This is an optimization exercise on Yosys and OpenROAD, whose aim is small area, not a production implementation.
In this exercise RTL edits were held to simulation tests only and were not proved equivalent to the original.
No activity file was given, so power comes from the tool's default toggle rates.

$ cat design/flow/design.v
package icache_pkg;
   localparam logic [1:0] S_IDLE = 2'd0;
   localparam logic [1:0] S_MISS = 2'd1;
   localparam logic [1:0] S_RESP = 2'd2;
endpackage
import icache_pkg::*;
module icache_victim_sel
#(
   parameter int WAYS  = 2,
   parameter int WAY_W = (WAYS > 1) ? $clog2(WAYS) : 1
) (
   input  logic [WAYS-1:0]  valid_i,
   input  logic [WAY_W-1:0] ptr_i,
   output logic [WAY_W-1:0] way_o,
   output logic             evict_o
);
   always_comb begin
      way_o   = ptr_i;
      evict_o = 1'b1;
      for (int w = WAYS - 1; w >= 0; w--) begin
         if (!valid_i[w]) begin
            way_o   = WAY_W'(w);
            evict_o = 1'b0;
         end
      end
      if (WAYS == 1) way_o = '0;
   end
endmodule
import icache_pkg::*;
module icache_sa
#(
   parameter int ADDR_W     = 32,
   parameter int LINE_BYTES = 16,
   parameter int SETS       = 4,
   parameter int WAYS       = 4,
   parameter int CNT_W      = 16
) (
   input  logic                                clk,
   input  logic                                reset,
   input  logic                                flush_i,
   input  logic                                cpu_req,
   input  logic [ADDR_W-1:0]                   cpu_addr,
   output logic [31:0]                         cpu_rdata,
   output logic                                cpu_valid,
   output logic                                cpu_stall,
   output logic                                mem_req,
   output logic [ADDR_W-$clog2(LINE_BYTES)-1:0] mem_addr,
   input  logic [LINE_BYTES*8-1:0]             mem_rdata,
   input  logic                                mem_ready,
   output logic [CNT_W-1:0]                    hit_cnt_o,
   output logic [CNT_W-1:0]                    miss_cnt_o
);
   localparam int OFF_W  = $clog2(LINE_BYTES);
   localparam int IDX_W  = $clog2(SETS);
   localparam int TAG_W  = ADDR_W - OFF_W - IDX_W;
   localparam int WAY_W  = (WAYS > 1) ? $clog2(WAYS) : 1;
   localparam int WPL    = LINE_BYTES / 4;
   localparam int WS_W   = (WPL > 1) ? $clog2(WPL) : 1;
   localparam int LINE_W = LINE_BYTES * 8;
   localparam int LINES  = SETS * WAYS;
   localparam int LN_W   = IDX_W + WAY_W;
   localparam int NW     = LINES * WPL;          
   localparam int NG     = (NW + 2) / 3;         
   localparam int NP     = (NG + 3) / 4;         
   logic [IDX_W-1:0] a_idx;
   logic [TAG_W-1:0] a_tag;
   logic [WS_W-1:0]  a_ws;
   assign a_idx = cpu_addr[OFF_W +: IDX_W];
   assign a_tag = cpu_addr[ADDR_W-1 -: TAG_W];
   assign a_ws  = WS_W'(cpu_addr[OFF_W-1:0] >> 2);
   logic [LINES-1:0]           valid_q;
   logic [SETS-1:0][WAY_W-1:0] ptr_q;
   logic [TAG_W-1:0]           tags_q [LINES];
   logic [LINE_W-1:0]          data_q [LINES];
   logic             miss_q, resp_q, drop_q, cvalid_q;
   logic [LINES-1:0] rline_q;    
   logic [WPL-1:0]   rws_q;      
   logic [CNT_W-1:0] hit_cnt_q, miss_cnt_q;
   logic [SETS-1:0] set_oh;
   always_comb begin
      for (int s = 0; s < SETS; s++) set_oh[s] = (a_idx == IDX_W'(s));
   end
   logic [WAYS-1:0] match;
   for (genvar w = 0; w < WAYS; w++) begin : g_way
      logic [TAG_W-1:0] mm;      
      logic [SETS-1:0]  vs;
      for (genvar b = 0; b < TAG_W; b++) begin : g_bit
         logic [SETS-1:0] t;
         for (genvar s = 0; s < SETS; s++) begin : g_set
            assign t[s] = tags_q[s*WAYS + w][b];
         end
         icache_tag_bit #(.SETS(SETS)) u_bit (.t(t), .sel(set_oh), .a(a_tag[b]), .mm(mm[b]));
      end
      for (genvar s = 0; s < SETS; s++) begin : g_vs
         assign vs[s] = valid_q[s*WAYS + w];
      end
      icache_match #(.N(TAG_W), .SETS(SETS)) u_match (
         .mm(mm), .v(vs), .sel(set_oh), .match(match[w]));
   end
   logic hit;
   assign hit = |match;
   logic [WAY_W-1:0] vic_way;
   logic             evict;
   icache_victim_sel #(.WAYS(WAYS), .WAY_W(WAY_W)) u_vsel (
      .valid_i (valid_q[a_idx*WAYS +: WAYS]),
      .ptr_i   (ptr_q[a_idx]),
      .way_o   (vic_way),
      .evict_o (evict)
   );
   logic idle, accept, do_hit, do_miss, install;
   assign idle    = !miss_q && !resp_q;
   assign accept  = idle && cpu_req && !flush_i;
   assign do_hit  = accept && hit;
   assign do_miss = accept && !hit;
   assign install = miss_q && mem_ready && !drop_q && !flush_i;
   always_ff @(posedge clk) begin
      if (reset) begin
         miss_q     <= 1'b0;
         resp_q     <= 1'b0;
         drop_q     <= 1'b0;
         cvalid_q   <= 1'b0;
         valid_q    <= '0;
         ptr_q      <= '0;
         hit_cnt_q  <= '0;
         miss_cnt_q <= '0;
      end else begin
         miss_q   <= do_miss || (miss_q && !mem_ready);
         resp_q   <= install;
         drop_q   <= miss_q && !mem_ready && (drop_q || flush_i);
         cvalid_q <= do_hit || install;
         if (do_hit && ~&hit_cnt_q) hit_cnt_q <= hit_cnt_q + 1'b1;
         if (do_miss && ~&miss_cnt_q) miss_cnt_q <= miss_cnt_q + 1'b1;
         if (flush_i) begin
            valid_q <= '0;
         end else if (install) begin
            valid_q[a_idx*WAYS + vic_way] <= 1'b1;
            if (evict) ptr_q[a_idx] <= vic_way + 1'b1;
         end
      end
   end
   logic [LINES-1:0] vic_oh, clr, wr;
   always_comb begin
      for (int l = 0; l < LINES; l++) begin
         vic_oh[l] = set_oh[l / WAYS] && (vic_way == WAY_W'(l % WAYS));
         clr[l]    = miss_q && vic_oh[l];
         wr[l]     = install && vic_oh[l];
      end
   end
   always_ff @(posedge clk) begin
      for (int l = 0; l < LINES; l++) begin
         tags_q[l] <= (tags_q[l] & {TAG_W{!clr[l]}}) | (a_tag & {TAG_W{wr[l]}});
         data_q[l] <= (data_q[l] & {LINE_W{!clr[l]}}) | (mem_rdata & {LINE_W{wr[l]}});
      end
   end
   always_ff @(posedge clk) begin
      for (int l = 0; l < LINES; l++)
         rline_q[l] <= miss_q ? vic_oh[l] : set_oh[l / WAYS] && match[l % WAYS];
      for (int k = 0; k < WPL; k++)
         rws_q[k] <= (a_ws == WS_W'(k));
   end
   logic [NW-1:0] wsel;
   always_comb begin
      for (int i = 0; i < NW; i++) wsel[i] = rline_q[i / WPL] && rws_q[i % WPL];
   end
   for (genvar b = 0; b < 32; b++) begin : g_rd
      logic [NW-1:0] t;
      logic [NG-1:0] y;        
      logic [NP-1:0] p;        
      for (genvar i = 0; i < NW; i++) begin : g_t
         assign t[i] = data_q[i / WPL][32*(i % WPL) + b];
      end
      for (genvar g = 0; g < NG; g++) begin : g_g
         localparam int N = (3*g + 3 <= NW) ? 3 : NW - 3*g;
         icache_aoi #(.N(N)) u_aoi (.d(t[3*g +: N]), .s(wsel[3*g +: N]), .y(y[g]));
      end
      for (genvar q = 0; q < NP; q++) begin : g_p
         localparam int N = (4*q + 4 <= NG) ? 4 : NG - 4*q;
         icache_nand #(.N(N)) u_nand (.a(y[4*q +: N]), .y(p[q]));
      end
      icache_or #(.N(NP)) u_or (.a(p), .y(cpu_rdata[b]));
   end
   assign cpu_valid  = cvalid_q;
   assign cpu_stall  = !idle || (cpu_req && (flush_i || !hit));
   assign mem_req    = miss_q;
   assign mem_addr   = cpu_addr[ADDR_W-1:OFF_W];
   assign hit_cnt_o  = hit_cnt_q;
   assign miss_cnt_o = miss_cnt_q;
endmodule
module icache_tag_bit #(parameter int SETS = 4) (
   input  logic [SETS-1:0] t,
   input  logic [SETS-1:0] sel,
   input  logic            a,
   output logic            mm
);
   assign mm = a ^ |(t & sel);
endmodule
module icache_match #(parameter int N = 26, parameter int SETS = 4) (
   input  logic [N-1:0]    mm,
   input  logic [SETS-1:0] v,
   input  logic [SETS-1:0] sel,
   output logic            match
);
   assign match = |(v & sel) && !(|mm);
endmodule
module icache_aoi #(parameter int N = 3) (
   input  logic [N-1:0] d,
   input  logic [N-1:0] s,
   output logic         y
);
   assign y = ~|(d & s);
endmodule
module icache_nand #(parameter int N = 4) (
   input  logic [N-1:0] a,
   output logic         y
);
   assign y = ~&a;
endmodule
module icache_or #(parameter int N = 6) (
   input  logic [N-1:0] a,
   output logic         y
);
   assign y = |a;
endmodule
$ cat design/flow/run.sh
#!/bin/bash
# synth_recipe.tcl (not shown) runs the flow's synth.tcl, then flattens the netlist and writes it again
# the make line also repeats each setting of config.mk as NAME=value (left out here)
make -C /OpenROAD-flow-scripts/flow DESIGN_CONFIG=/design/flow/config.mk WORK_HOME=/design/flow/orfs CLKGATE_MAP_FILE= SYNTH_SCRIPT=/design/flow/synth_recipe.tcl finish
$ cat design/flow/config.mk
export PLATFORM = sky130hd
export DESIGN_NAME = icache_sa
export DESIGN_NICKNAME = icache_sa
export VERILOG_FILES = /design/flow/design.v
export SDC_FILE = /design/flow/constraint.sdc
export NUM_CORES = 4
export LEC_CHECK = 0
export CAP_MARGIN = 20
export CORE_MARGIN = 2
export CORE_UTILIZATION = 60
export CTS_BUF_LIST = sky130_fd_sc_hd__clkbuf_16
export CTS_CLUSTER_DIAMETER = 60
export CTS_CLUSTER_SIZE = 30
export PLACE_DENSITY = 0.7
export SLEW_MARGIN = 20
export SYNTH_HIERARCHICAL = 1
$ cat design/flow/constraint.sdc
create_clock -name core_clock -period 6.0 [get_ports {clk}]
set_input_delay 1.2000 -clock core_clock [delete_from_list [all_inputs] [get_ports {clk}]]
set_output_delay 1.2000 -clock core_clock [all_outputs]
set_load 0.01 [all_outputs]
==> flow_metrics.tcl, run 1 <==
set metrics [dict create \
    cp-start-kind "primary input" \
    overflow 0 \
    synth_seq_cells 2544 \
    synth.most_common_cell "a22o_1" \
    min_period_ns 5.695 \
    synth_area_leaders "dfxtp_1 (56%), a22o_1 (25%), a222oi_1 (7.4%)" \
    synth-async-reset-ratio_pct 0 \
    max_cap_violations 0 \
    clkLatencyLatePin_ns 0.82 \
    cp-startpoint "cpu_addr[5]" \
    required_ns 4.80 \
    syn_to_final_growth_pct 11.94 \
    io_pins 260 \
    postCtsHoldBufs 0 \
    period_share_pct 94.91 \
    synth.top_cell.area_share_pct 55.98 \
    start_util_pct 60.59 \
    grt_max_degree 129 \
    die_h_um 393.4 \
    slew_headroom_pct 15.66 \
    setup_viol 0 \
    syn_area_per_cell_sq_um 11.86 \
    crit_fanout 8 \
    cts_buffers 145 \
    synth_cells 7672 \
    clock_skew_ns 0.04325 \
    ir_drop_mv 0.2965 \
    drtIter0Drc 13250 \
    place_inst 9382 \
    synth_ff_type "dfxtp_1" \
    finalNetCount 7695 \
    grt_use_met3_pct 13.57 \
    worstMarginPinSlew_ns 1.265 \
    synth-edff-count 0 \
    finalHoldViolations 0 \
    critical_path_class "primary input to primary output" \
    leakagePower_nw 38.34 \
    grt_usage_pct 42.03 \
    clock_tree.root_cell "clkbuf_16" \
    ys_warn_count 10 \
    cts_max_path_buffers 3 \
    r2r-start "tags_q[1][22]" \
    outcome "finished clean" \
    antenna_found_initial 39 \
    grt_pass1_vias 72020 \
    place.gp.congestion 0.9078 \
    drive_gt1_share_pct 11.18 \
    grt_pass1_wl_mm 495.9 \
    cts.sink_count 2544 \
    fmax_ghz 0.1756 \
    clk_pin_slew_ns 0.08 \
    grt_setup_unrepaired "no" \
    detail-route-antenna-nets 0 \
    end_kind "primary output" \
    place_area_sq_um 96580 \
    synth_cell_type_count 54 \
    finalMaxSlewViolations 0 \
    fin_cells 9664 \
    synth_area_sq_um 90970 \
    use_met2_pct 58.41 \
    core-area_sq_um 150100 \
    drc 0 \
    routed_wl_mm 340.8 \
    port_buffers 257 \
    route.detailed.wl_per_inst_um 35.27 \
    synth_top_cell_by_area "dfxtp_1" \
    grt_util_met1_pct 58.51 \
    top_usage_layer "met1" \
    synth_top_cells_by_count "a22o_1 (2572), dfxtp_1 (2544), a222oi_1 (672)" \
    die_area_sq_um 154700 \
    hp-class "register to register" \
    seq_area_frac_synth_pct 55.98 \
    via_count 75840 \
    rows 142 \
    post-route-cell-area_sq_um 101800 \
    hold_start "ptr_q[0]" \
    synth_nets 7851 \
    cp.arrival_ns 4.49 \
    die_x_um 393.4 \
    avgViaCountPerCell 7.847 \
    h-tree-depth 4 \
    fillers 11090 \
    power.density_nw_per_um2 299.8 \
    drt-pass1-iter-count 13 \
    cts_tree "done" \
    dpl.hpwl_mm 201.9 \
]
[area by class of cell]
type / instances / area, sq um / area share, %
clock buffer: 153 / 3829 / 3.760
timing repair buffer: 605 / 6355 / 6.240
clock inverter: 110 / 1195 / 1.173
tap: 2016 / 2522 / 2.477
antenna: 16 / 40.04 / 0.03932
multi-input combinational: 4207 / 36910 / 36.25
inverter: 13 / 48.80 / 0.04792
sequential: 2544 / 50930 / 50.01
[cells by family after synthesis]
family	Yosys count	synth area share, %
buffers and inverters	921	4.022
and+or+nand+nor	632	3.903
DFF	2544	55.98
xor gates and xnor gates	106	1.021
AOI/OAI and AO/OA	3436	34.57
muxes	19	0.3026
adders and majority gates	14	0.1926
[worst paths after layout]
| path | slack [ns] | cells after the start | end |
|---|---|---|---|
| worst max-delay path | 0.31 | 16 | cpu_stall |
| worst min-delay path | 0.47 | 2 | ptr_q[0] |
| worst min register to register | 0.47 | 2 | ptr_q[0] |
| worst max register to register | 2.39 | 13 | hit_cnt_q[9] |
[metal layers]
layer  wire length [um]  part of all wire [%]
met1             132200                    39
met2             136700                    40
met3              52100                    15
met4              19610                   5.8
met5                215                 0.063
[sequential cells by signal (all words and copies together), names as in the netlist]
signal,count
cvalid_q,1
data_q,2048
drop_q,1
hit_cnt_q,16
miss_cnt_q,16
miss_q,1
ptr_q,8
resp_q,1
rline_q,16
rws_q,4
tags_q,416
valid_q,16
[worst max-delay path, cell delays in order]
cell           delay (ns)
dlygate4sd2_1        0.29
inv_2                0.11
ha_4                 0.26
buf_4                0.20
a22o_1               0.21
a221oi_2             0.19
xnor2_1              0.09
nor4_1               0.52
buf_4                0.21
nand3_4              0.12
nor3_4               0.28
nor4_4               0.11
buf_4                0.15
o21ai_0              0.14
nand2_1              0.08
dlygate4sd2_1        0.28
[power by group]
part	internal (mW)	leakage [nW]	total [mW]	switching [mW]
clock	5.18	2.46	11.4	6.25
sequential	17.4	20.6	17.7	0.297
combinational	0.632	15.3	1.42	0.791
total	23.2	38.3	30.5	7.34
[layout by cell type (no fill, tap or decap), types with 17 or more instances in the layout]
master           synthesis  routed
a21oi_1                 23      23
a221oi_2               104     104
a222oi_1               672     672
a22o_1                2572    2572
and2_2                   0      64
buf_12                   0      93
buf_4                   28     252
clkbuf_16                0     153
clkdlybuf4s50_1          0     253
clkinv_8                 0      20
dfxtp_1               2544    2543
inv_6                    0      21
nand2_1                125     121
nand4_1                176     176
nor2_1                  74      74
nor2b_1                 28      28
nor4_1                  53      46
or4_1                   17      17
xnor2_1                105     104
[repair_timing]
item / CTS / global route
endpoints found under the setup margin: 1 / 1
resized for setup: 23 / 8
cloned: 0 / 0
pin swaps: 9 / 15
buffers inserted: 5 / 2
[per-stage QoR]
stage	util (%)	setup slack, ns	TNS [ns]	hold slack (ns)	power [mW]
after floorplan	-	0.3490	0	0.4289	18.84
after global placement	64.33	-0.7363	-0.7363	0.4375	19.37
after detailed placement	64.33	-0.7420	-0.7455	0.4528	19.40
after CTS	67.79	0.07043	0	0.4661	30.51
after global routing	67.82	0.1304	0	0.4867	31.33
final	67.83	0.3053	0	0.4672	30.53
==> run 2, diff against run 1 <==
==> design/flow/flow/run.sh (new file) <==
#!/bin/bash
# The standard layout (the standard.sh, standard synthesis unchanged) with
# two different arguments: the clock tree is built from clkbuf_16 clusters
# without dummy loads, and the port buffers are buf_1 cells.
set -euo pipefail
export CTS_ARGS="-sink_clustering_enable -repair_clock_nets -dont_use_dummy_load -buf_list sky130_fd_sc_hd__clkbuf_16 -sink_clustering_size 30 -sink_clustering_max_diameter 60"
export BUFFER_PORTS_ARGS="-buffer_cell sky130_fd_sc_hd__buf_1"
bash standard.sh > standard.log 2>&1
==> design/flow/standard.sh (new file) <==
#!/bin/bash
# synth_recipe.tcl (not shown) runs the flow's synth.tcl, then flattens the netlist and writes it again
# the make line also repeats each setting of config.mk as NAME=value (left out here)
make -C /OpenROAD-flow-scripts/flow DESIGN_CONFIG=/design/flow/config.mk WORK_HOME=/design/flow/orfs CLKGATE_MAP_FILE= SYNTH_SCRIPT=/design/flow/synth_recipe.tcl "${@:-finish}"
removed: design/flow/run.sh
==> run 2 against run 1 <==
Hold slack got worse by 0.0052 ns. Still clean. Global-route usage rose by 0.39 points. Worst setup slack got worse by 0.10 ns.
==> flow_metrics.tcl, run 2 <==
set metrics [dict create \
    slew_headroom_pct 8.567 \
    finalNetCount 7620 \
    synth-async-reset-ratio_pct 0 \
    critical_path_class "primary input to primary output" \
    end_kind "primary output" \
    drtIter0Drc 13390 \
    seq_area_frac_synth_pct 55.98 \
    cts_max_path_buffers 3 \
    synth_ff_type "dfxtp_1" \
    cp-start-kind "primary input" \
    clock_tree.root_cell "clkbuf_16" \
    final_cell_mix "a22o_1 (2572), dfxtp_1 (2543), a222oi_1 (672), buf_1 (253), buf_4 (199)" \
    syn_area_per_cell_sq_um 11.86 \
    place_area_sq_um 94160 \
    period_share_pct 96.63 \
    leakagePower_nw 36.48 \
    dpl.hpwl_mm 196.3 \
    max_cap_violations 0 \
    required_ns 4.80 \
    synth_seq_cells 2544 \
    synth_cell_type_count 54 \
    io_pins 260 \
    crit_fanout 16 \
    synth-edff-count 0 \
    ys_warn_count 10 \
    clkLatencyLatePin_ns 0.82 \
    largest_reg_flops 2048 \
    largestRegisters "data_q x2048, tags_q x416" \
    cp.arrival_ns 4.60 \
    die_h_um 393.4 \
    finalMaxSlewViolations 0 \
    grt_setup_unrepaired "no" \
    setup_viol 0 \
    clk_pin_slew_ns 0.06 \
    routed_wl_mm 344.5 \
    power.density_nw_per_um2 292.2 \
    hp-class "register to register" \
    synth.top_cell.area_share_pct 55.98 \
    core-area_sq_um 150100 \
    syn_to_final_growth_pct 7.655 \
    fin_util_pct 65.23 \
    grt_max_degree 155 \
    setup_tns_ns 0 \
    final_common_cell "a22o_1" \
    cts_tree "done" \
    regMostFlops "data_q" \
    antenna_found_initial 50 \
    synth_cells 7672 \
    synth_top_cell_by_area "dfxtp_1" \
    synth_nets 7851 \
    synth_top_cells_by_count "a22o_1 (2572), dfxtp_1 (2544), a222oi_1 (672)" \
    outcome "finished clean" \
    die_x_um 393.4 \
    port_buffers 257 \
    cts.sink_count 2544 \
    hold_slack_ns 0.4619 \
    worstMarginPinSlew_ns 1.371 \
    start_util_pct 60.59 \
    postCtsHoldBufs 0 \
    min_period_ns 5.798 \
    overflow 0 \
    drive_gt1_share_pct 8.899 \
    die_area_sq_um 154700 \
    grt_pass1_vias 72120 \
    h-tree-depth 4 \
    place.gp.congestion 0.8851 \
    place_ws_ns 0.05587 \
    via_count 75940 \
    grt_pass1_wl_mm 498.3 \
    fmax_ghz 0.1725 \
    fin_ws_ns 0.2023 \
    detail-route-antenna-nets 0 \
    synth_area_leaders "dfxtp_1 (56%), a22o_1 (25%), a222oi_1 (7.4%)" \
    post-route-cell-area_sq_um 97930 \
    route.detailed.wl_per_inst_um 36.33 \
    grt_usage_pct 42.43 \
    clock_skew_ns 0.05865 \
    rows 142 \
    synth.most_common_cell "a22o_1" \
    drc 0 \
    cts_buffers 143 \
    finalHoldViolations 0 \
    avgViaCountPerCell 8.008 \
    drt-pass1-iter-count 13 \
    ir_drop_mv 0.3267 \
    synth_area_sq_um 90970 \
]
run 2: cell counts after synthesis:
No cell type changed its count.
run 2: repair_timing:
item | 4_1_cts | 5_1_grt
gates resized for setup | 0 | 1
setup buffers | 0 | 3
endpoints found under the setup margin | 0 | 1
run 2: final timing paths:
path / from / slack [ns] / cells past startpoint / endpoint
min reg2reg: ptr_q[0] / 0.46 / 2 / ptr_q[0]
max reg2reg: valid_q[14] / 2.07 / 8 / data_q[8][90]
max: cpu_addr[5] / 0.20 / 16 / cpu_stall
min: ptr_q[0] / 0.46 / 2 / ptr_q[0]
run 2: worst max-delay path: stages:
cell and delay, ns:
buf_1 0.09, inv_1 0.23, ha_4 0.45, buf_4 0.28, a22o_1 0.17, a221oi_2 0.04
xnor2_1 0.13, nor4_1 0.41, nand3_1 0.45, buf_4 0.29, nor3_1 0.18, buf_4 0.16
nor4_2 0.07, o21ai_0 0.18, nand2_1 0.10, buf_1 0.14
run 2: per-layer routing:
metal / global-route usage [%] / part of all wire [%] / routed length [um] / up-vias
met5: 0 / 0.052 / 178 / -
met4: 22.88 / 6.1 / 21040 / 32
met3: 14.08 / 15 / 51240 / 1203
met2: 60.08 / 41 / 140400 / 6024
met1: 57.05 / 38 / 131700 / 37830
li1: - / - / - / 30860
run 2: cells by family after synthesis:
| group | count (synthesis) | share of synthesized area, % |
|---|---|---|
| AOI/OAI and AO/OA | 3436 | 34.57 |
| xor gates and xnor gates | 106 | 1.021 |
| adders and majority gates | 14 | 0.1926 |
| buffers and inverters | 921 | 4.022 |
| DFF | 2544 | 55.98 |
| muxes | 19 | 0.3026 |
| and+or+nand+nor | 632 | 3.903 |
run 2: final cells by class:
cell class / instances / area [sq um]
multi-input combinational: 4207 / 36790
fill: 11470 / 52200
clock buffer: 143 / 3578
tap: 2016 / 2522
antenna: 28 / 70.07
timing repair buffer: 532 / 3994
sequential: 2544 / 50930
inverter: 13 / 48.80
run 2: report_power, final:
| group | leakage (nW) | switching, mW | total, mW | internal [mW] |
|---|---|---|---|---|
| combinational | 14.2 | 0.774 | 1.30 | 0.530 |
| sequential | 20.6 | 0.296 | 17.7 | 17.4 |
| clock | 1.76 | 5.40 | 9.65 | 4.25 |
run 2: per-stage QoR:
stage	cells	power [mW]
after floorplan	7672	18.84
after global placement	9307	19.25
after detailed placement	9307	19.28
after CTS	9450	28.55
after global routing	9465	29.32
final	9483	28.62
==> run 3, diff against run 2 <==
--- a/design/flow/design.v
+++ b/design/flow/design.v
@@ -76,6 +76,11 @@
    logic [LINES-1:0] rline_q;    
    logic [WPL-1:0]   rws_q;      
    logic [CNT_W-1:0] hit_cnt_q, miss_cnt_q;
+   logic [IDX_W-1:0] lat_idx_q;
+   logic [TAG_W-1:0] lat_tag_q;
+   logic [WS_W-1:0]  lat_ws_q;
+   logic [WAY_W-1:0] vic_way_q;
+   logic             evict_q;
    logic [SETS-1:0] set_oh;
    always_comb begin
       for (int s = 0; s < SETS; s++) set_oh[s] = (a_idx == IDX_W'(s));
@@ -84,18 +89,20 @@
    for (genvar w = 0; w < WAYS; w++) begin : g_way
       logic [TAG_W-1:0] mm;      
       logic [SETS-1:0]  vs;
+      logic [SETS-1:0]  sel;     
+      icache_dec #(.W(IDX_W)) u_dec (.a(a_idx), .y(sel));
       for (genvar b = 0; b < TAG_W; b++) begin : g_bit
          logic [SETS-1:0] t;
          for (genvar s = 0; s < SETS; s++) begin : g_set
             assign t[s] = tags_q[s*WAYS + w][b];
          end
-         icache_tag_bit #(.SETS(SETS)) u_bit (.t(t), .sel(set_oh), .a(a_tag[b]), .mm(mm[b]));
+         icache_tag_bit #(.SETS(SETS)) u_bit (.t(t), .sel(sel), .a(a_tag[b]), .mm(mm[b]));
       end
       for (genvar s = 0; s < SETS; s++) begin : g_vs
          assign vs[s] = valid_q[s*WAYS + w];
       end
       icache_match #(.N(TAG_W), .SETS(SETS)) u_match (
-         .mm(mm), .v(vs), .sel(set_oh), .match(match[w]));
+         .mm(mm), .v(vs), .sel(sel), .match(match[w]));
    end
    logic hit;
    assign hit = |match;
@@ -133,34 +140,45 @@
          if (flush_i) begin
             valid_q <= '0;
          end else if (install) begin
-            valid_q[a_idx*WAYS + vic_way] <= 1'b1;
-            if (evict) ptr_q[a_idx] <= vic_way + 1'b1;
+            valid_q[lat_idx_q*WAYS + vic_way_q] <= 1'b1;
+            if (evict_q) ptr_q[lat_idx_q] <= vic_way_q + 1'b1;
          end
       end
    end
    logic [LINES-1:0] vic_oh, clr, wr;
    always_comb begin
       for (int l = 0; l < LINES; l++) begin
-         vic_oh[l] = set_oh[l / WAYS] && (vic_way == WAY_W'(l % WAYS));
+         vic_oh[l] = (lat_idx_q == IDX_W'(l / WAYS)) && (vic_way_q == WAY_W'(l % WAYS));
          clr[l]    = miss_q && vic_oh[l];
          wr[l]     = install && vic_oh[l];
       end
    end
    always_ff @(posedge clk) begin
       for (int l = 0; l < LINES; l++) begin
-         tags_q[l] <= (tags_q[l] & {TAG_W{!clr[l]}}) | (a_tag & {TAG_W{wr[l]}});
+         tags_q[l] <= (tags_q[l] & {TAG_W{!clr[l]}}) | (lat_tag_q & {TAG_W{wr[l]}});
          data_q[l] <= (data_q[l] & {LINE_W{!clr[l]}}) | (mem_rdata & {LINE_W{wr[l]}});
+      end
+   end
+   always_ff @(posedge clk) begin
+      if (idle) begin
+         lat_idx_q <= a_idx;
+         lat_tag_q <= a_tag;
+         lat_ws_q  <= a_ws;
+         vic_way_q <= vic_way;
+         evict_q   <= evict;
       end
    end
    always_ff @(posedge clk) begin
       for (int l = 0; l < LINES; l++)
          rline_q[l] <= miss_q ? vic_oh[l] : set_oh[l / WAYS] && match[l % WAYS];
       for (int k = 0; k < WPL; k++)
-         rws_q[k] <= (a_ws == WS_W'(k));
-   end
-   logic [NW-1:0] wsel;
-   always_comb begin
-      for (int i = 0; i < NW; i++) wsel[i] = rline_q[i / WPL] && rws_q[i % WPL];
+         rws_q[k] <= ((miss_q ? lat_ws_q : a_ws) == WS_W'(k));
+   end
+   logic [1:0][NW-1:0] wsel;
+   for (genvar h = 0; h < 2; h++) begin : g_half
+      for (genvar i = 0; i < NW; i++) begin : g_ws
+         icache_and2 u_and (.a(rline_q[i / WPL]), .b(rws_q[i % WPL]), .y(wsel[h][i]));
+      end
    end
    for (genvar b = 0; b < 32; b++) begin : g_rd
       logic [NW-1:0] t;
@@ -171,7 +189,7 @@
       end
       for (genvar g = 0; g < NG; g++) begin : g_g
          localparam int N = (3*g + 3 <= NW) ? 3 : NW - 3*g;
-         icache_aoi #(.N(N)) u_aoi (.d(t[3*g +: N]), .s(wsel[3*g +: N]), .y(y[g]));
+         icache_aoi #(.N(N)) u_aoi (.d(t[3*g +: N]), .s(wsel[b / 16][3*g +: N]), .y(y[g]));
       end
       for (genvar q = 0; q < NP; q++) begin : g_p
          localparam int N = (4*q + 4 <= NG) ? 4 : NG - 4*q;
@@ -182,7 +200,7 @@
    assign cpu_valid  = cvalid_q;
    assign cpu_stall  = !idle || (cpu_req && (flush_i || !hit));
    assign mem_req    = miss_q;
-   assign mem_addr   = cpu_addr[ADDR_W-1:OFF_W];
+   assign mem_addr   = {lat_tag_q, lat_idx_q};
    assign hit_cnt_o  = hit_cnt_q;
    assign miss_cnt_o = miss_cnt_q;
 endmodule
@@ -192,7 +210,37 @@
    input  logic            a,
    output logic            mm
 );
-   assign mm = a ^ |(t & sel);
+   localparam int NGR = (SETS + 2) / 3;
+   logic [NGR-1:0] y;
+   logic           ts;
+   for (genvar g = 0; g < NGR; g++) begin : g_gr
+      localparam int N = (3*g + 3 <= SETS) ? 3 : SETS - 3*g;
+      icache_aoi #(.N(N)) u_aoi (.d(t[3*g +: N]), .s(sel[3*g +: N]), .y(y[g]));
+   end
+   icache_nand #(.N(NGR)) u_nand (.a(y), .y(ts));
+   icache_xor u_xor (.a(a), .b(ts), .y(mm));
+endmodule
+module icache_dec #(parameter int W = 2) (
+   input  logic [W-1:0]      a,
+   output logic [(1<<W)-1:0] y
+);
+   always_comb begin
+      for (int i = 0; i < (1 << W); i++) y[i] = (a == W'(i));
+   end
+endmodule
+module icache_and2 (
+   input  logic a,
+   input  logic b,
+   output logic y
+);
+   assign y = a & b;
+endmodule
+module icache_xor (
+   input  logic a,
+   input  logic b,
+   output logic y
+);
+   assign y = a ^ b;
 endmodule
 module icache_match #(parameter int N = 26, parameter int SETS = 4) (
    input  logic [N-1:0]    mm,
==> run 3 against run 2 <==
Sequential cell count rose by 33. Register-to-register slack better by 0.09 ns. Routed wire length is 0.68% lower. Utilization is 0.75 points lower. Sequential share of layout area up 1.1 points. Sequential power grew 5%. Critical path depth unchanged. Global-route usage fell by 0.40 points. Still clean. Design area about the same. First-iteration DRC count increased by 6.0%. Total power up 5.0%.
==> flow_metrics.tcl, run 3 <==
set metrics [dict create \
    fillers 11720 \
    hp-class "register to register" \
    route.detailed.wl_per_inst_um 35.35 \
    port_buffers 257 \
    grt_max_degree 156 \
    die_h_um 394.7 \
    syn_area_per_cell_sq_um 11.61 \
    grt_util_met1_pct 57.76 \
    regMostFlops "data_q" \
    crit_chain "buf_1, buf_4, buf_4, and2b_2, a222oi_1, nand2_1, xor2_1, nor4_2, nand4_1, nor3_1, buf_4, nor4_1, buf_4, o21ai_0, nand2_1, buf_1" \
    drc 0 \
    critPathTopFamily "simple AND/OR/NAND/NOR gates" \
    rows 143 \
    synth.top_cell.area_share_pct 55.61 \
    ir_drop_mv 0.3119 \
    worstHoldEndpoint "ptr_q[1]" \
    hold_slack_ns 0.4511 \
    reg2reg_depth 12 \
    synth_nets 8067 \
    drtIter0Drc 14190 \
    cp.arrival_ns 4.60 \
    cts.sink_count 2577 \
    synth_top_cells_by_count "dfxtp_1 (2544), a22o_1 (2468), a222oi_1 (776)" \
    rr_endpoint "miss_cnt_q[15]" \
    synth_cell_type_count 60 \
    max_cap_violations 0 \
    grt_use_met3_pct 15.03 \
    ys_warn_count 11 \
    hold_start "ptr_q[1]" \
    holdPathStages 2 \
    path_buf_inv 6 \
    power.density_nw_per_um2 307.2 \
    critPathSlowestCell "and2b_2" \
    grt_setup_unrepaired "no" \
    setup_tns_ns 0 \
    cpMostUsedCell "buf_4" \
    critical_path_class "primary input to primary output" \
    synth_top_cell_by_area "dfxtp_1" \
    fin_ws_ns 0.2028 \
    syn_to_final_growth_pct 6.833 \
    routed_wl_mm 342.2 \
    cts_tree "done" \
    use_met2_pct 58.46 \
    rrSetupSlack_ns 2.16 \
    grt_usage_pct 42.02 \
    postCtsHoldBufs 0 \
    period_share_pct 96.62 \
    synth_cells 7887 \
    final_cell_mix "dfxtp_1 (2543), a22o_1 (2468), a222oi_1 (776), nand2_1 (362), buf_1 (239)" \
    synth_area_sq_um 91580 \
    die_area_sq_um 155800 \
    fmax_ghz 0.1725 \
    overflow 0 \
    synth_ff_type "dfxtp_1" \
    finalHoldViolations 0 \
    seq_area_frac_synth_pct 56.69 \
    via_count 76390 \
    post-route-cell-area_sq_um 97840 \
    finalNetCount 7813 \
    clock_tree.root_cell "clkbuf_16" \
    cts_buffers 145 \
    h-tree-depth 4 \
    synth-edff-count 33 \
    synth_seq_cells 2577 \
    crit_fanout 27 \
    io_pins 260 \
    clock_skew_ns 0.07294 \
    setup_viol 0 \
    final_common_cell "dfxtp_1" \
    antenna_found_initial 42 \
    end_kind "primary output" \
    dpl.hpwl_mm 206.3 \
    cp-start-kind "primary input" \
    start_util_pct 60.36 \
    avgViaCountPerCell 7.890 \
    core-area_sq_um 151700 \
    place_area_sq_um 94060 \
    largest_reg_flops 2048 \
    ctsResizeCount 0 \
    largestRegisters "data_q x2048, tags_q x416, lat_tag_q x26" \
    die_x_um 394.7 \
    drt-pass1-iter-count 10 \
    synth_area_leaders "dfxtp_1 (56%), a22o_1 (24%), a222oi_1 (8.5%)" \
    detail-route-antenna-nets 0 \
    worstMarginPinSlew_ns 1.318 \
    clkLatencyLatePin_ns 0.83 \
    cts_max_path_buffers 3 \
    slew_headroom_pct 12.15 \
    grt_pass1_wl_mm 495.7 \
    cts_setup_buffers 0 \
    grt_pass1_vias 70970 \
    required_ns 4.80 \
    leakagePower_nw 37.48 \
    place_ws_ns 0.1242 \
    min_period_ns 5.797 \
    place.gp.congestion 0.9440 \
    top_usage_layer "met2" \
    outcome "finished clean" \
    synth-async-reset-ratio_pct 0 \
    synth.most_common_cell "dfxtp_1" \
    fin_util_pct 64.48 \
    finalMaxSlewViolations 0 \
    clk_pin_slew_ns 0.06 \
    max_stage_delay_ns 0.61 \
    r2r-start "tags_q[2][14]" \
    drive_gt1_share_pct 6.408 \
]
==> run 3: kinds of logic after synthesis <==
kind of cell,share of synthesized area (%)
buf+inv,3.697
fa+ha+maj,0.2049
xor+xnor,1.014
flops,56.69
simple gates,5.365
compound gates,32.83
mux,0.1967
==> run 3: how the worst max path moves through the flow <==
stage / from / endpoint / cells past startpoint
floorplan: cpu_addr[4] / miss_cnt_q[15] / 13
global placement: cpu_addr[4] / cpu_stall / 14
detailed placement: cpu_addr[4] / cpu_stall / 14
CTS: cpu_addr[4] / cpu_stall / 14
global route: cpu_addr[5] / cpu_stall / 16
finish: cpu_addr[5] / cpu_stall / 16
==> run 3: report_power, final <==
part           internal [mW]  switching [mW]
Sequential              18.0           0.589
Combinational          0.748           0.949
Clock                   4.30            5.46
Total                   23.1            7.00
==> run 3: per-module statistics from Yosys, one instance, submodules excluded, a selection <==
module       times used  flip-flops and latches  cells inside  area [sq um]
icache_and2         128                       0             1         6.256
icache_xor          104                       0             1         8.758
icache_sa             1                    2577          6280         79120
==> run 3: worst register-to-register path: stages, from the launching register on <==
cell      delay [ns]
dfxtp_1         0.34
a222oi_1        0.32
nand2_1         0.11
xor2_1          0.19
nor4_1          0.09
nand3_1         0.16
nor3_1          0.15
buf_4           0.22
or4_1           0.56
buf_4           0.22
or4_1           0.68
nor4_1          0.31
mux2_2          0.36
==> run 3: area by class of cell <==
class | instances | area (sq um) | area share (%)
Timing Repair Buffer | 481 | 3013 | 3.080
Sequential cell | 2577 | 51920 | 53.07
Inverter | 17 | 63.81 | 0.06522
Antenna cell | 20 | 50.05 | 0.05115
Clock buffer | 145 | 3628 | 3.709
Tap cell | 2030 | 2540 | 2.596
Multi-Input combinational cell | 4411 | 36620 | 37.43
==> run 3: layer usage <==
layer | vias to the layer above | routed length [um]
li1 | 31430 | -
met1 | 37820 | 132900
met2 | 6073 | 139000
met3 | 1024 | 51460
met4 | 38 | 18420
met5 | - | 410
==> run 3: per-stage QoR <==
stage | total power [mW] | cells
detailed placement | 20.57 | 9513
global route | 30.84 | 9671
global placement | 20.52 | 9512
floorplan | 19.93 | 7887
finish | 30.06 | 9681
CTS | 29.99 | 9658
==> run 4, diff against run 3 <==
--- a/design/flow/design.v
+++ b/design/flow/design.v
@@ -59,7 +59,8 @@
    localparam int LINE_W = LINE_BYTES * 8;
    localparam int LINES  = SETS * WAYS;
    localparam int LN_W   = IDX_W + WAY_W;
-   localparam int NW     = LINES * WPL;          
+   localparam int NPAIR  = WAYS / 2;             
+   localparam int NW     = LINES * WPL + WPL;    
    localparam int NG     = (NW + 2) / 3;         
    localparam int NP     = (NG + 3) / 4;         
    logic [IDX_W-1:0] a_idx;
@@ -72,8 +73,12 @@
    logic [SETS-1:0][WAY_W-1:0] ptr_q;
    logic [TAG_W-1:0]           tags_q [LINES];
    logic [LINE_W-1:0]          data_q [LINES];
+   logic                       rot_q;
+   logic                       pend_q;     
+   logic [LINE_W-1:0]          stg_q;
    logic             miss_q, resp_q, drop_q, cvalid_q;
    logic [LINES-1:0] rline_q;    
+   logic             rstg_q;     
    logic [WPL-1:0]   rws_q;      
    logic [CNT_W-1:0] hit_cnt_q, miss_cnt_q;
    logic [IDX_W-1:0] lat_idx_q;
@@ -99,7 +104,7 @@
          icache_tag_bit #(.SETS(SETS)) u_bit (.t(t), .sel(sel), .a(a_tag[b]), .mm(mm[b]));
       end
       for (genvar s = 0; s < SETS; s++) begin : g_vs
-         assign vs[s] = valid_q[s*WAYS + w];
+         assign vs[s] = rot_q ? valid_q[s*WAYS + (w ^ 1)] : valid_q[s*WAYS + w];
       end
       icache_match #(.N(TAG_W), .SETS(SETS)) u_match (
          .mm(mm), .v(vs), .sel(sel), .match(match[w]));
@@ -108,6 +113,8 @@
    assign hit = |match;
    logic [WAY_W-1:0] vic_way;
    logic             evict;
+   logic [TAG_W-1:0]  tag_e_d  [SETS*NPAIR];
+   logic [LINE_W-1:0] data_e_d [SETS*NPAIR];
    icache_victim_sel #(.WAYS(WAYS), .WAY_W(WAY_W)) u_vsel (
       .valid_i (valid_q[a_idx*WAYS +: WAYS]),
       .ptr_i   (ptr_q[a_idx]),
@@ -145,18 +152,42 @@
          end
       end
    end
-   logic [LINES-1:0] vic_oh, clr, wr;
+   logic              direct;
+   logic [LINE_W-1:0] newdata;
+   logic [SETS*NPAIR-1:0] wr;
+   assign direct  = vic_way_q[0] ^ rot_q;
+   assign newdata = pend_q ? stg_q : mem_rdata;
    always_comb begin
-      for (int l = 0; l < LINES; l++) begin
-         vic_oh[l] = (lat_idx_q == IDX_W'(l / WAYS)) && (vic_way_q == WAY_W'(l % WAYS));
-         clr[l]    = miss_q && vic_oh[l];
-         wr[l]     = install && vic_oh[l];
-      end
-   end
-   always_ff @(posedge clk) begin
-      for (int l = 0; l < LINES; l++) begin
-         tags_q[l] <= (tags_q[l] & {TAG_W{!clr[l]}}) | (lat_tag_q & {TAG_W{wr[l]}});
-         data_q[l] <= (data_q[l] & {LINE_W{!clr[l]}}) | (mem_rdata & {LINE_W{wr[l]}});
+      for (int r = 0; r < SETS*NPAIR; r++)
+         wr[r] = (lat_idx_q == IDX_W'(r / NPAIR)) && (vic_way_q[WAY_W-1:1] == (WAY_W-1)'(r % NPAIR))
+                 && ((install && direct) || pend_q);
+   end
+   always_ff @(posedge clk) begin
+      if (reset) begin
+         rot_q  <= 1'b0;
+         pend_q <= 1'b0;
+      end else begin
+         rot_q  <= !rot_q;
+         pend_q <= install && !direct;
+      end
+      stg_q <= mem_rdata;
+   end
+   for (genvar r = 0; r < SETS*NPAIR; r++) begin : g_pair
+      for (genvar b = 0; b < TAG_W; b++) begin : g_tb
+         icache_ao22 u_e (.a(tags_q[2*r+1][b]), .ea(!wr[r]), .b(lat_tag_q[b]), .eb(wr[r]),
+                          .y(tag_e_d[r][b]));
+      end
+      for (genvar b = 0; b < LINE_W; b++) begin : g_db
+         icache_ao22 u_e (.a(data_q[2*r+1][b]), .ea(!wr[r]), .b(newdata[b]), .eb(wr[r]),
+                          .y(data_e_d[r][b]));
+      end
+   end
+   always_ff @(posedge clk) begin
+      for (int r = 0; r < SETS*NPAIR; r++) begin
+         tags_q[2*r]   <= tag_e_d[r];
+         tags_q[2*r+1] <= tags_q[2*r];
+         data_q[2*r]   <= data_e_d[r];
+         data_q[2*r+1] <= data_q[2*r];
       end
    end
    always_ff @(posedge clk) begin
@@ -170,14 +201,16 @@
    end
    always_ff @(posedge clk) begin
       for (int l = 0; l < LINES; l++)
-         rline_q[l] <= miss_q ? vic_oh[l] : set_oh[l / WAYS] && match[l % WAYS];
+         rline_q[l] <= !miss_q && set_oh[l / WAYS] && match[(l % WAYS) ^ 1];
+      rstg_q <= miss_q;
       for (int k = 0; k < WPL; k++)
          rws_q[k] <= ((miss_q ? lat_ws_q : a_ws) == WS_W'(k));
    end
    logic [1:0][NW-1:0] wsel;
    for (genvar h = 0; h < 2; h++) begin : g_half
       for (genvar i = 0; i < NW; i++) begin : g_ws
-         icache_and2 u_and (.a(rline_q[i / WPL]), .b(rws_q[i % WPL]), .y(wsel[h][i]));
+         icache_and2 u_and (.a(i < LINES*WPL ? rline_q[(i / WPL) % LINES] : rstg_q),
+                            .b(rws_q[i % WPL]), .y(wsel[h][i]));
       end
    end
    for (genvar b = 0; b < 32; b++) begin : g_rd
@@ -185,7 +218,11 @@
       logic [NG-1:0] y;        
       logic [NP-1:0] p;        
       for (genvar i = 0; i < NW; i++) begin : g_t
-         assign t[i] = data_q[i / WPL][32*(i % WPL) + b];
+         if (i < LINES*WPL) begin : g_slot
+            assign t[i] = data_q[i / WPL][32*(i % WPL) + b];
+         end else begin : g_stg
+            assign t[i] = stg_q[32*(i % WPL) + b];
+         end
       end
       for (genvar g = 0; g < NG; g++) begin : g_g
          localparam int N = (3*g + 3 <= NW) ? 3 : NW - 3*g;
@@ -228,6 +265,15 @@
       for (int i = 0; i < (1 << W); i++) y[i] = (a == W'(i));
    end
 endmodule
+module icache_ao22 (
+   input  logic a,
+   input  logic ea,
+   input  logic b,
+   input  logic eb,
+   output logic y
+);
+   assign y = (a & ea) | (b & eb);
+endmodule
 module icache_and2 (
    input  logic a,
    input  logic b,
==> design/flow/config.mk (replaced) <==
export PLATFORM = sky130hd
export DESIGN_NAME = icache_sa
export DESIGN_NICKNAME = icache_sa
export VERILOG_FILES = /design/flow/design.v
export SDC_FILE = /design/flow/constraint.sdc
export NUM_CORES = 4
export LEC_CHECK = 0
export CAP_MARGIN = 20
export CORE_MARGIN = 2
export CORE_UTILIZATION = 70
export PLACE_DENSITY = 0.8
export SLEW_MARGIN = 20
export SYNTH_HIERARCHICAL = 1
==> run 4 against run 3 <==
Still clean on timing, DRC and antenna. Synthesized cell count decreased by 23%. Fmax decreased by 2.4%. Sequential share of layout area increased by 7.5 points. Total power increased by 0.46%. Utilization increased by 13 points. Area after synthesis decreased by 10%. Worst setup slack got worse by 0.14 ns. Global-route usage increased by 1.1 points. Cell count decreased by 16%. Clock skew decreased by 0.0083 ns. Hold slack got worse by 0.14 ns. Critical path type unchanged. Critical endpoint unchanged. Largest cell class unchanged.
==> flow_metrics.tcl, run 4 <==
set metrics [dict create \
    outcome "finished clean" \
    cp-start-kind "primary input" \
    synth-async-reset-ratio_pct 0 \
    synth_seq_cells 2708 \
    cp_num_cells 15 \
    holdPathStages 0 \
    cts_max_path_buffers 3 \
    die_area_sq_um 120500 \
    clock_skew_ns 0.06464 \
    synthSimpleGateAreaFrac_pct 5.751 \
    clkLatencyLatePin_ns 0.80 \
    grt_setup_unrepaired "no" \
    synth.top_cell.area_share_pct 65.00 \
    drc 0 \
    fin_ws_ns 0.06068 \
    synth_cell_type_count 57 \
    die_x_um 347.1 \
    avgViaCountPerCell 7.849 \
    drtIter0Drc 12120 \
    rows 125 \
    synth_cells 6096 \
    power.density_nw_per_um2 335.2 \
    final_common_cell "dfxtp_1" \
    synth_ff_type "dfxtp_1" \
    largest_reg_flops 2048 \
    grt_max_degree 105 \
    critPathSlowestCell "a222oi_1" \
    setup_tns_ns 0 \
    required_ns 4.80 \
    synth-edff-count 33 \
    final_cell_mix "dfxtp_1 (2674), a22o_1 (1238), a222oi_1 (808), nand2_1 (276), buf_1 (256)" \
    synth_top_cells_by_count "dfxtp_1 (2675), a22o_1 (1238), a222oi_1 (808)" \
    finalMaxSlewViolations 0 \
    ir_drop_mv 0.3056 \
    crit_chain "buf_1, buf_4, and2b_2, buf_4, a222oi_1, nand2_1, xor2_1, nor4_2, nand4_1, nor3_1, buf_4, nor4_1, o21ai_0, nand2_1, buf_1" \
    cts_buffers 140 \
    fmax_ghz 0.1684 \
    finalHoldViolations 0 \
    period_share_pct 98.99 \
    max_cap_violations 0 \
    synth_nets 6274 \
    cpMostUsedCell "buf_4" \
    seq_area_frac_synth_pct 66.20 \
    routed_wl_mm 270.4 \
    reg2reg_depth 7 \
    setup_viol 0 \
    die_h_um 347.1 \
    synthAdderAreaFrac_pct 0.1974 \
    synthMuxAreaShare_pct 2.280 \
    cts.sink_count 2708 \
    syn_to_final_growth_pct 9.351 \
    synth_area_sq_um 82390 \
    syn_area_per_cell_sq_um 13.51 \
    clk_pin_slew_ns 0.09 \
    place_ws_ns 0.1340 \
    place_area_sq_um 86490 \
    dpl.hpwl_mm 166.7 \
    synth_top_cell_by_area "dfxtp_1" \
    hold_slack_ns 0.3122 \
    max_stage_delay_ns 0.50 \
    min_period_ns 5.939 \
    post-route-cell-area_sq_um 90090 \
    synth_compound_area_share_pct 24.19 \
    grt_pass1_vias 62510 \
    regMostFlops "data_q" \
    critPathTopFamily "simple AND/OR/NAND/NOR gates" \
    antenna_found_initial 18 \
    via_count 63790 \
    hold_start "data_q[0][42]" \
    drive_gt1_share_pct 8.146 \
    rrSetupSlack_ns 2.04 \
    drt-pass1-iter-count 12 \
    leakagePower_nw 34.22 \
    hp-class "register to register" \
    synth-xor-area-share_pct 1.138 \
    worstMarginPinSlew_ns 1.344 \
    place.gp.congestion 0.9298 \
    grt_usage_pct 43.16 \
    port_buffers 257 \
    overflow 0 \
    crit_fanout 14 \
    postCtsHoldBufs 0 \
    ys_warn_count 15 \
    synth_top_family_by_area "compound AO/OA/AOI/OAI gates" \
    synth_area_leaders "dfxtp_1 (65%), a22o_1 (13%), a222oi_1 (9.8%)" \
    grt_pass1_wl_mm 395.2 \
    path_buf_inv 5 \
    route.detailed.wl_per_inst_um 33.27 \
    ctsResizeCount 0 \
    finalNetCount 6772 \
    critical_path_class "primary input to primary output" \
    cp.arrival_ns 4.74 \
    detail-route-antenna-nets 0 \
    core-area_sq_um 116500 \
    io_pins 260 \
    end_kind "primary output" \
    slew_headroom_pct 10.42 \
    cp-startpoint "cpu_addr[4]" \
    h-tree-depth 4 \
    synth.most_common_cell "dfxtp_1" \
    clock_tree.root_cell "clkbuf_16" \
    largestRegisters "data_q x2048, tags_q x416, stg_q x128" \
    cts_setup_buffers 0 \
    r2r-start "miss_q" \
    cts_tree "done" \
    start_util_pct 70.71 \
]
run 4: changes by cell type after synthesis, sizes merged, moves of 15 or more:
cell and delta:
a22o -1230, clkbuf -608, buf -239, mux2 +149
dfxtp +131, nand2 -82, a222oi +32, a22oi +32
nand3 +19, and2 +15
run 4: worst paths after layout:
check	endpoint
max reg2reg	data_q[14][81]
max	cpu_stall
min	data_q[1][42]
min reg2reg	data_q[1][42]
run 4: layout make-up:
| cell class | count | area, sq um |
|---|---|---|
| multi-input combinational | 3335 | 27820 |
| tap | 1524 | 1907 |
| fill | 7290 | 26430 |
| inverter | 18 | 67.56 |
| clock buffer | 140 | 3503 |
| antenna | 11 | 27.53 |
| sequential | 2708 | 54550 |
| timing repair buffer | 391 | 2217 |
run 4: metrics by stage:
stage | power (mW) | cells | util [%]
global route | 30.94 | 8120 | 77.30
CTS | 30.12 | 8115 | 77.24
detailed placement | 20.96 | 7975 | 74.23
global placement | 20.89 | 7974 | 74.20
floorplan | 20.40 | 6096 | -
finish | 30.20 | 8127 | 77.32
run 4: worst reg2reg max path, delay by kind of cell (launching register included):
family / cells / cell delay (ns)
AOI/OAI and AO/OA: 2 / 0.36
DFF: 1 / 0.85
and+or+nand+nor: 3 / 1.84
buffers and inverters: 2 / 0.88
run 4: modules after synthesis, one instance, submodules excluded, excerpt:
module	cells	times used	cell area, sq um	flops+latches
icache_sa	3217	1	58440	2708
icache_ao22	1	1232	8.758	0
icache_xor	1	104	8.758	0
icache_and2	1	136	6.256	0
run 4: logic make-up (layout without fill, tap and decap cells):
kind of cell             after synthesis  in the layout
flip-flops                          2708           2708
buffers and inverters                 53            549
AO/OA/AOI/OAI                       2165           2165
AND/OR/NAND/NOR                      889            889
XOR/XNOR                             107            107
multiplexers                         161            161
other                                  0             11
adder cells (fa/ha/maj)               13             13
run 4: where the power goes:
| part | leakage (nW) | total [mW] | internal (mW) | switching, mW |
|---|---|---|---|---|
| clock | 1.73 | 9.57 | 4.17 | 5.40 |
| combinational | 10.4 | 1.16 | 0.528 | 0.634 |
| sequential | 22.0 | 19.5 | 18.9 | 0.576 |
run 4: layer usage:
metal | routed length [um] | global-route usage [%] | part of all wire (%)
met1 | 99550 | 57.72 | 37
met2 | 112300 | 61.98 | 42
met3 | 42470 | 15.02 | 16
met4 | 15960 | 22.14 | 5.9
met5 | 160 | 0.3601 | 0.059
==> run 5, diff against run 4 <==
--- a/design/flow/config.mk
+++ b/design/flow/config.mk
@@ -7,7 +7,10 @@
 export LEC_CHECK = 0
 export CAP_MARGIN = 20
 export CORE_MARGIN = 2
-export CORE_UTILIZATION = 70
-export PLACE_DENSITY = 0.8
+export CORE_UTILIZATION = 60
+export CTS_BUF_LIST = sky130_fd_sc_hd__clkbuf_16
+export CTS_CLUSTER_DIAMETER = 60
+export CTS_CLUSTER_SIZE = 30
+export PLACE_DENSITY = 0.7
 export SLEW_MARGIN = 20
 export SYNTH_HIERARCHICAL = 1
==> run 5 against run 4 <==
Hold slack lost 0.0058 ns. Clock-buffer cell count grew 1. Register-to-register slack is essentially flat. Critical path depth shrank 2. Combinational power is essentially flat. Clock power grew 1%. Global-route usage shrank 3.9 points. Synthesized cell count is the same. Routed wire length grew 5.7%. Critical path type unchanged. Largest power group unchanged.
==> flow_metrics.tcl, run 5 <==
set metrics [dict create \
    outcome "finished clean" \
    finalMaxSlewViolations 0 \
    reg2reg_depth 7 \
    synth_seq_cells 2708 \
    pwr-share-seq_pct 64.1 \
    slew_headroom_pct 16.48 \
    overflow 0 \
    clock_skew_ns 0.05661 \
    die_x_um 374.6 \
    synth-async-reset-ratio_pct 0 \
    die_h_um 374.6 \
    worstHoldEndpoint "data_q[9][38]" \
    finalNetCount 6830 \
    dpl.hpwl_mm 173.9 \
    synth_nets 6274 \
    end_kind "primary output" \
    synth_cell_type_count 57 \
    core-area_sq_um 135800 \
    final_common_cell "dfxtp_1" \
    multi_input_area_sq_um 27820 \
    grt_pass1_vias 62010 \
    largestRegisters "data_q x2048, tags_q x416, stg_q x128" \
    seq_area_frac_synth_pct 66.20 \
    place_ws_ns -0.006199 \
    io_pins 260 \
    drc 0 \
    synth_compound_area_share_pct 24.19 \
    path_buf_inv 3 \
    max_cap_violations 0 \
    synth-xor-area-share_pct 1.138 \
    power.density_nw_per_um2 333.8 \
    clock_tree.root_cell "clkbuf_16" \
    synth_cells 6096 \
    combPwrFrac_pct 3.9 \
    fmax_ghz 0.1725 \
    hold_start "data_q[8][38]" \
    cts.sink_count 2708 \
    finalHoldViolations 0 \
    synthMuxAreaShare_pct 2.280 \
    worstMarginPinSlew_ns 1.253 \
    period_share_pct 96.63 \
    place.gp.congestion 0.9002 \
    syn_area_per_cell_sq_um 13.51 \
    crit_fanout 21 \
    holdPathStages 0 \
    total_power_mw 30.32 \
    clkLatencyLatePin_ns 0.83 \
    synth_top_cells_by_count "dfxtp_1 (2675), a22o_1 (1238), a222oi_1 (808)" \
    synth_ff_type "dfxtp_1" \
    start_util_pct 60.66 \
    drtIter0Drc 11290 \
    grt_max_degree 155 \
    ys_warn_count 15 \
    via_count 63420 \
    cp-start-kind "primary input" \
    antenna_found_initial 10 \
    setup_tns_ns 0 \
    cts_tree "done" \
    rows 135 \
    p_int_mw 23.62 \
    netSwitchingPower_mw 6.706 \
    synth.most_common_cell "dfxtp_1" \
    postCtsHoldBufs 0 \
    hp-class "register to register" \
    drt-pass1-iter-count 13 \
    switching_share_pct 22.11 \
    drive_gt1_share_pct 8.827 \
    min_period_ns 5.798 \
    critPathSlowestCell "nor4_2" \
    h-tree-depth 4 \
    clk_pin_slew_ns 0.10 \
    grt_usage_pct 39.24 \
    detail-route-antenna-nets 0 \
    synth_area_leaders "dfxtp_1 (65%), a22o_1 (13%), a222oi_1 (9.8%)" \
    fillers 10240 \
    die_area_sq_um 140300 \
    leakagePower_nw 34.55 \
    cp-startpoint "cpu_addr[5]" \
    synth_area_sq_um 82390 \
    setup_viol 0 \
    final_cell_mix "dfxtp_1 (2674), a22o_1 (1238), a222oi_1 (808), nand2_1 (276), buf_1 (254)" \
    ir_drop_mv 0.2956 \
    critical_path_class "primary input to primary output" \
    critPathTopFamily "simple AND/OR/NAND/NOR gates" \
    cp.arrival_ns 4.60 \
    rrSetupSlack_ns 2.05 \
    r2r-start "miss_q" \
    largest_reg_flops 2048 \
    avgViaCountPerCell 7.517 \
    synth_top_cell_by_area "dfxtp_1" \
    regMostFlops "data_q" \
    route.detailed.wl_per_inst_um 33.90 \
    cpMostUsedCell "nand2_1" \
    max_stage_delay_ns 0.43 \
    required_ns 4.80 \
    rr_endpoint "data_q[10][86]" \
    port_buffers 257 \
    cts_max_path_buffers 3 \
    crit_chain "clkbuf_2, buf_4, and2b_2, a222oi_1, nand2_1, xor2_1, nor4_2, nand4_1, nor3_2, nor4_1, o21ai_0, nand2_1, buf_1" \
    synth-edff-count 33 \
    fin_ws_ns 0.2023 \
    synthSimpleGateAreaFrac_pct 5.751 \
    cts_buffers 141 \
    synthAdderAreaFrac_pct 0.1974 \
    syn_to_final_growth_pct 10.26 \
    seq_area_sq_um 54550 \
    synth_top_family_by_area "compound AO/OA/AOI/OAI gates" \
    grt_pass1_wl_mm 413.1 \
    synth.top_cell.area_share_pct 65.00 \
    p_clk_share_pct 32.0 \
    routed_wl_mm 286.0 \
]
## run 5: cell counts after synthesis
No cell type changed its count.
## run 5: how the worst max path moves through the flow
stage                         to  slack [ns]  cells after the start
floorplan           data_q[0][0]        0.70                      7
global placement       cpu_stall        0.12                     13
detailed placement     cpu_stall      -0.006                     13
CTS                    cpu_stall        0.21                     13
global route           cpu_stall      -0.002                     14
finish                 cpu_stall        0.20                     13
## run 5: power groups by stage
stage	Sequential (mW)	Combinational, mW	Clock [mW]
global placement	19.8	1.12	0
finish	19.4	1.18	9.70
detailed placement	19.8	1.14	0
CTS	19.4	1.15	9.73
floorplan	19.6	0.751	0
global route	19.5	1.24	10.4
## run 5: cell type report
cell class	count	share of cell area (%)
diodes	5	0.01377
clock buffers	141	3.884
inverters	18	0.07438
multi-input cells	3336	30.63
flip-flops and latches	2708	60.05
well taps	1781	2.453
repair buffers	447	2.893
## run 5: Yosys stat by module (local to each module, per instance), a selection
module | flops+latches | cells | area [sq um]
icache_xor | 0 | 1 | 8.758
icache_sa | 2708 | 3217 | 58440
icache_ao22 | 0 | 1 | 8.758
icache_and2 | 0 | 1 | 6.256
## run 5: metal layers
metal / wire length (um) / up-vias / GRT usage (%)
met3: 39660 / 941 / 11.74
li1: - / 26360 / -
met1: 109500 / 31350 / 52.67
met2: 120600 / 4757 / 57.46
met4: 16050 / 10 / 19.97
met5: 115 / - / 0.4117
## run 5: cells by family (layout without fill, tap and decap cells)
group,Yosys count,in the layout
mux,161,161
other cells,0,5
compound gates,2165,2165
buf+inv,53,606
flops,2708,2708
xor+xnor,107,107
fa+ha+maj,13,13
simple gates,889,890
## run 5: metrics by stage
| step | util, % | instance area [sq um] | hold slack (ns) | instances |
|---|---|---|---|---|
| floorplan | - | 82390 | 0.3305 | 6096 |
| global placement | 64.21 | 87200 | 0.3318 | 8286 |
| detailed placement | 64.23 | 87220 | 0.3346 | 8287 |
| CTS | 66.83 | 90760 | 0.3094 | 8428 |
| global route | 66.88 | 90830 | 0.3125 | 8435 |
| finish | 66.89 | 90830 | 0.3065 | 8436 |
## run 5: timing repair
item,in CTS,in global routing
resized for setup,1,8
gates cloned,0,1
endpoints found under the setup margin,1,1
setup buffers,0,2

-- port drivers added, routing unchanged --
No port has a modelled driver above. Below, the same layouts with a new extraction and two added sets of constraints.
Step 1: set_driving_cell puts a clkbuf_16 on clk and a buf_2 on each other input, an assumption about the parent block.
Step 2, shift: input delay + t, output delay - t, t = (earliest + latest rising clock arrival at the registers) / 2. This alone moves slack from input paths to output paths.
a / b / c = ideal ports / drivers / drivers and shift; a / b = the first two.
run	t, ns	slack for setup (ns)	worst setup path after step 2	latest minus earliest clock arrival (ns)	pins driven straight from the clock port
run 1	0.893	0.305 / 0.255 / 0.267	input to output	0.045 / 0.045	1
run 2	0.873	0.202 / 0.162 / 0.162	input to output	0.069 / 0.069	1
run 3	0.871	0.203 / 0.181 / 0.181	input to output	0.081 / 0.080	1
run 4	0.847	0.061 / 0.020 / 0.020	input to output	0.065 / 0.065	1
run 5	0.880	0.202 / 0.156 / 0.156	input to output	0.065 / 0.066	1
After both steps every run listed still meets setup and hold. The setup slack of run 5, which loses most, moves by -0.046 ns with the drivers and by -0.046 ns with both steps.
